This is an optimization exercise on Yosys and OpenROAD, whose aim is small area and a short achievable clock period, not a production implementation.
Power is estimated from default activity; no workload was simulated.

Setup of wip/willow:
## bbox_top
module bbox_top (
    input  logic         clk,
    input  logic         reset,
    input  logic [143:0] triangle,
    input  logic         tri_valid,
    input  logic [47:0]  screen,
    input  logic [3:0]   msaa,
    input  logic         halt,
    output logic         out_valid,
    output logic [143:0] out_triangle,
    output logic [95:0]  out_box
);
    logic [143:0] tri_s0, tri_s1, tri_s2;
    logic         v0, v1, v2;
    logic [2:0]   grid;
    always_comb begin
        case (msaa)
            4'b0100: grid = 3'b100;
            4'b0010: grid = 3'b110;
            4'b0001: grid = 3'b111;
            default: grid = 3'b000;
        endcase
    end
    bbox_pipe #(.W(144)) u_pipe (
        .clk      (clk),
        .reset    (reset),
        .halt     (halt),
        .in_data  (triangle),
        .in_valid (tri_valid),
        .d0       (tri_s0),
        .d1       (tri_s1),
        .d2       (tri_s2),
        .v0       (v0)
    );
    logic [3:0] ord_x_c, ord_y_c;
    logic       uclip_x_c, uclip_y_c, on_screen_c;
    bbox_extent u_extent (
        .triangle  (tri_s0),
        .screen    (screen),
        .grid      (grid),
        .ord_x     (ord_x_c),
        .ord_y     (ord_y_c),
        .uclip_x   (uclip_x_c),
        .uclip_y   (uclip_y_c),
        .on_screen (on_screen_c)
    );
    logic [3:0] ord_x, ord_y;
    logic       uclip_x, uclip_y;
    always_ff @(posedge clk) begin
        if (!halt) begin
            ord_x   <= ord_x_c;
            ord_y   <= ord_y_c;
            uclip_x <= uclip_x_c;
            uclip_y <= uclip_y_c;
        end
    end
    logic [95:0] box_c;
    logic [95:0] box;
    bbox_snap_clip u_snap_clip (
        .triangle (tri_s1),
        .screen   (screen),
        .grid     (grid),
        .ord_x    (ord_x),
        .ord_y    (ord_y),
        .uclip_x  (uclip_x),
        .uclip_y  (uclip_y),
        .box      (box_c)
    );
  ...
For scale: ~1900 cells after synthesis, ~530 flip-flops, roughly 440 I/O pins, roughly 22000 sq um of cells after synthesis.
export LEC_CHECK = 0
export ABC_AREA = 1
export CAP_MARGIN = 20
export CORE_MARGIN = 2
export CORE_UTILIZATION = 70
export CTS_CLUSTER_DIAMETER = 100
export CTS_CLUSTER_SIZE = 24
export SETUP_SLACK_MARGIN = 3.7
export SLEW_MARGIN = 20
create_clock -name core_clock -period 6.0 [get_ports {clk}]
standard.sh (not shown) runs the stock make flow with config.mk's settings and CLKGATE_MAP_FILE= SYNTH_SCRIPT=/design/flow/synth_recipe.tcl, a recipe that flattens the netlist after the stock synthesis.
==> flow/flow/run.sh <==
#!/bin/bash
set -o pipefail
HERE=$(pwd)
bash standard.sh DONT_BUFFER_PORTS=1 PRE_GLOBAL_PLACE_TCL=$HERE/flow/ports.tcl finish > standard.log 2>&1
==> flow/flow/ports.tcl <==
# Every input and output port gets a buffer, as buffer_ports does in the
# standard flow, with the cell chosen per direction.
puts "Perform port buffering (flow/ports.tcl)..."
buffer_ports -inputs -buffer_cell sky130_fd_sc_hd__buf_1
buffer_ports -outputs -buffer_cell sky130_fd_sc_hd__buf_2
No stage failed in wip/willow, and the final checks on the layout all came back clean.
What wip/maple does differently from wip/willow at the input level:
- CORE_UTILIZATION changed from 70 to 40
==> flow/flow/run.sh <==
#!/bin/bash
set -o pipefail
export BUFFER_PORTS_ARGS="-buffer_cell sky130_fd_sc_hd__buf_2"
bash standard.sh > standard.log 2>&1
removed: flow/flow/ports.tcl
- From wip/willow to wip/maple the numbers moved as follows: highest achievable clock rate now sits lower, final worst-path setup slack fell 0.16 ns.
- wip/maple closes out successfully: all stages finished, all timing, DRC and antenna checks passed.
- Synthesized-area fraction occupied by ao, oa, aoi and oai cells came out exactly the same in wip/willow and wip/maple.
- wip/maple against wip/willow: power after layout increased about 7%; transition time at the pin with the least slew margin shows a reduction of 0.043 ns.
- The core of wip/maple is less densely filled than that of wip/willow.
- wip/maple — sequential share of layout area 8.1 points lower, wip/willow as reference
Input-level comparison between wip/ember and wip/maple:
- a change of CORE_UTILIZATION from 40 to 60
==> flow/flow/run.sh <==
#!/bin/bash
set -o pipefail
HERE=$(pwd)
bash standard.sh DONT_BUFFER_PORTS=1 PRE_GLOBAL_PLACE_TCL=$HERE/flow/ports.tcl finish > standard.log 2>&1
==> flow/flow/ports.tcl (new file) <==
# Every input and output port gets a buffer, as buffer_ports does in the
# standard flow, with the cell chosen per direction.
puts "Perform port buffering (flow/ports.tcl)..."
buffer_ports -inputs -buffer_cell sky130_fd_sc_hd__buf_1
buffer_ports -outputs -buffer_cell sky130_fd_sc_hd__buf_2
### Flow results
[compare] base=wip/maple new=wip/ember: length of routed met2 wiring went down 5.1 mm, part of the total power dissipated in combinational logic went down 3.3 points, wire length per cell after detailed routing went up 10%, final cell count went down 709.
wip/ember vs wip/maple on sequential share of layout area: wip/ember is the higher one.
Of wip/maple and wip/ember, wip/maple shows the higher vertical die dimension, with wip/ember below it.
Row count: wip/maple and wip/ember compared, higher one is wip/maple
Higher cell area goes to wip/maple over wip/ember.
[inputs] wip/zinc vs wip/ember
- a deleted CTS_CLUSTER_DIAMETER that had been 100
- a deleted CTS_CLUSTER_SIZE that had been 24
- a deleted ABC_AREA that had been 1
- a change of CORE_UTILIZATION from 60 to 40
==> flow/run.sh (new file) <==
#!/bin/bash
# synth_recipe.tcl (not shown) runs the flow's synth.tcl, then flattens the netlist and writes it again
# the make line also repeats each setting of config.mk as NAME=value (left out here)
make -C /OpenROAD-flow-scripts/flow DESIGN_CONFIG=/design/flow/config.mk WORK_HOME=/design/flow/orfs CLKGATE_MAP_FILE= SYNTH_SCRIPT=/design/flow/synth_recipe.tcl finish
removed: flow/flow/run.sh
removed: flow/flow/ports.tcl
removed: flow/standard.sh
Findings:
Taking wip/ember as the reference point, the reg-to-reg setup timing slack of wip/zinc falls by 0.99 ns. The switching part of the total power in wip/zinc was lower than what wip/ember gave. In wip/zinc relative to wip/ember, wire length of the first global-routing pass had gone up by more than 10%. Fraction of area in multi-input gates | wip/zinc below wip/ember. [compare] base=wip/ember new=wip/zinc: total detailed-routing wirelength moved up; combinational fraction of design power shows an increase of 1.2 points; global-route met3 utilization went down by 1.4 points. Run comparison: wip/zinc category of the critical setup timing path primary input to register; wip/ember category of the critical setup timing path register to output pin. Comparing wip/ember and wip/zinc, the higher area of the die is on wip/zinc.
> inputs changed (wip/zinc -> wip/yarrow)
==> flow/flow/run.sh (new file) <==
#!/bin/bash
set -o pipefail
export BUFFER_PORTS_ARGS="-buffer_cell sky130_fd_sc_hd__buf_2"
bash standard.sh > standard.log 2>&1
==> flow/standard.sh (new file) <==
#!/bin/bash
# synth_recipe.tcl (not shown) runs the flow's synth.tcl, then flattens the netlist and writes it again
# the make line also repeats each setting of config.mk as NAME=value (left out here)
make -C /OpenROAD-flow-scripts/flow DESIGN_CONFIG=/design/flow/config.mk WORK_HOME=/design/flow/orfs CLKGATE_MAP_FILE= SYNTH_SCRIPT=/design/flow/synth_recipe.tcl "${@:-finish}"
removed: flow/run.sh
--- outcome ---
Max finished layout cell area across wip/yarrow and wip/zinc: wip/zinc. wip/yarrow reports a higher weighted congestion reported at the end of routability-driven placement than wip/zinc does. Diff wip/zinc -> wip/yarrow | detail-routed net length per standard cell | decrease of 1.5%.
Function was not checked in any run of this note: the RTL went through the layout flow alone.

==> what the ideal ports hide <==
The results above use ideal ports. As a check the final layouts listed here were re-extracted and re-timed, cells and wires unchanged.
Step 1 (the two cells are an assumption about what drives the block):
set clk [get_ports {clk}]
set_driving_cell -lib_cell sky130_fd_sc_hd__clkbuf_16 $clk
set_driving_cell -lib_cell sky130_fd_sc_hd__buf_2 [delete_from_list [all_inputs] $clk]
Step 2 moves the port delays by t, midway between the first and last clock arrival at a register: inputs arrive t later, outputs are due t later. That takes back most of the time a late clock gives input paths.
Three values: no drivers, after step 1, after step 2; two values: the first two.
| run | shift t [ns] | setup slack, ns | worst setup path at the end |
|---|---|---|---|
| wip/willow | 0.622 | 3.686 / 3.601 / 2.979 | input to register |
| wip/maple | 0.651 | 3.525 / 3.467 / 2.962 | input to register |
| wip/ember | 0.635 | 3.671 / 3.587 / 2.953 | input to register |
| wip/zinc | 0.653 | 2.679 / 2.631 / 1.978 | input to register |
| wip/yarrow | 0.663 | 2.712 / 2.685 / 2.022 | input to register |
After both steps every run listed still meets setup and hold. For wip/ember, which loses most, drivers alone change the setup slack by -0.084 ns; drivers and shift together by -0.718 ns.
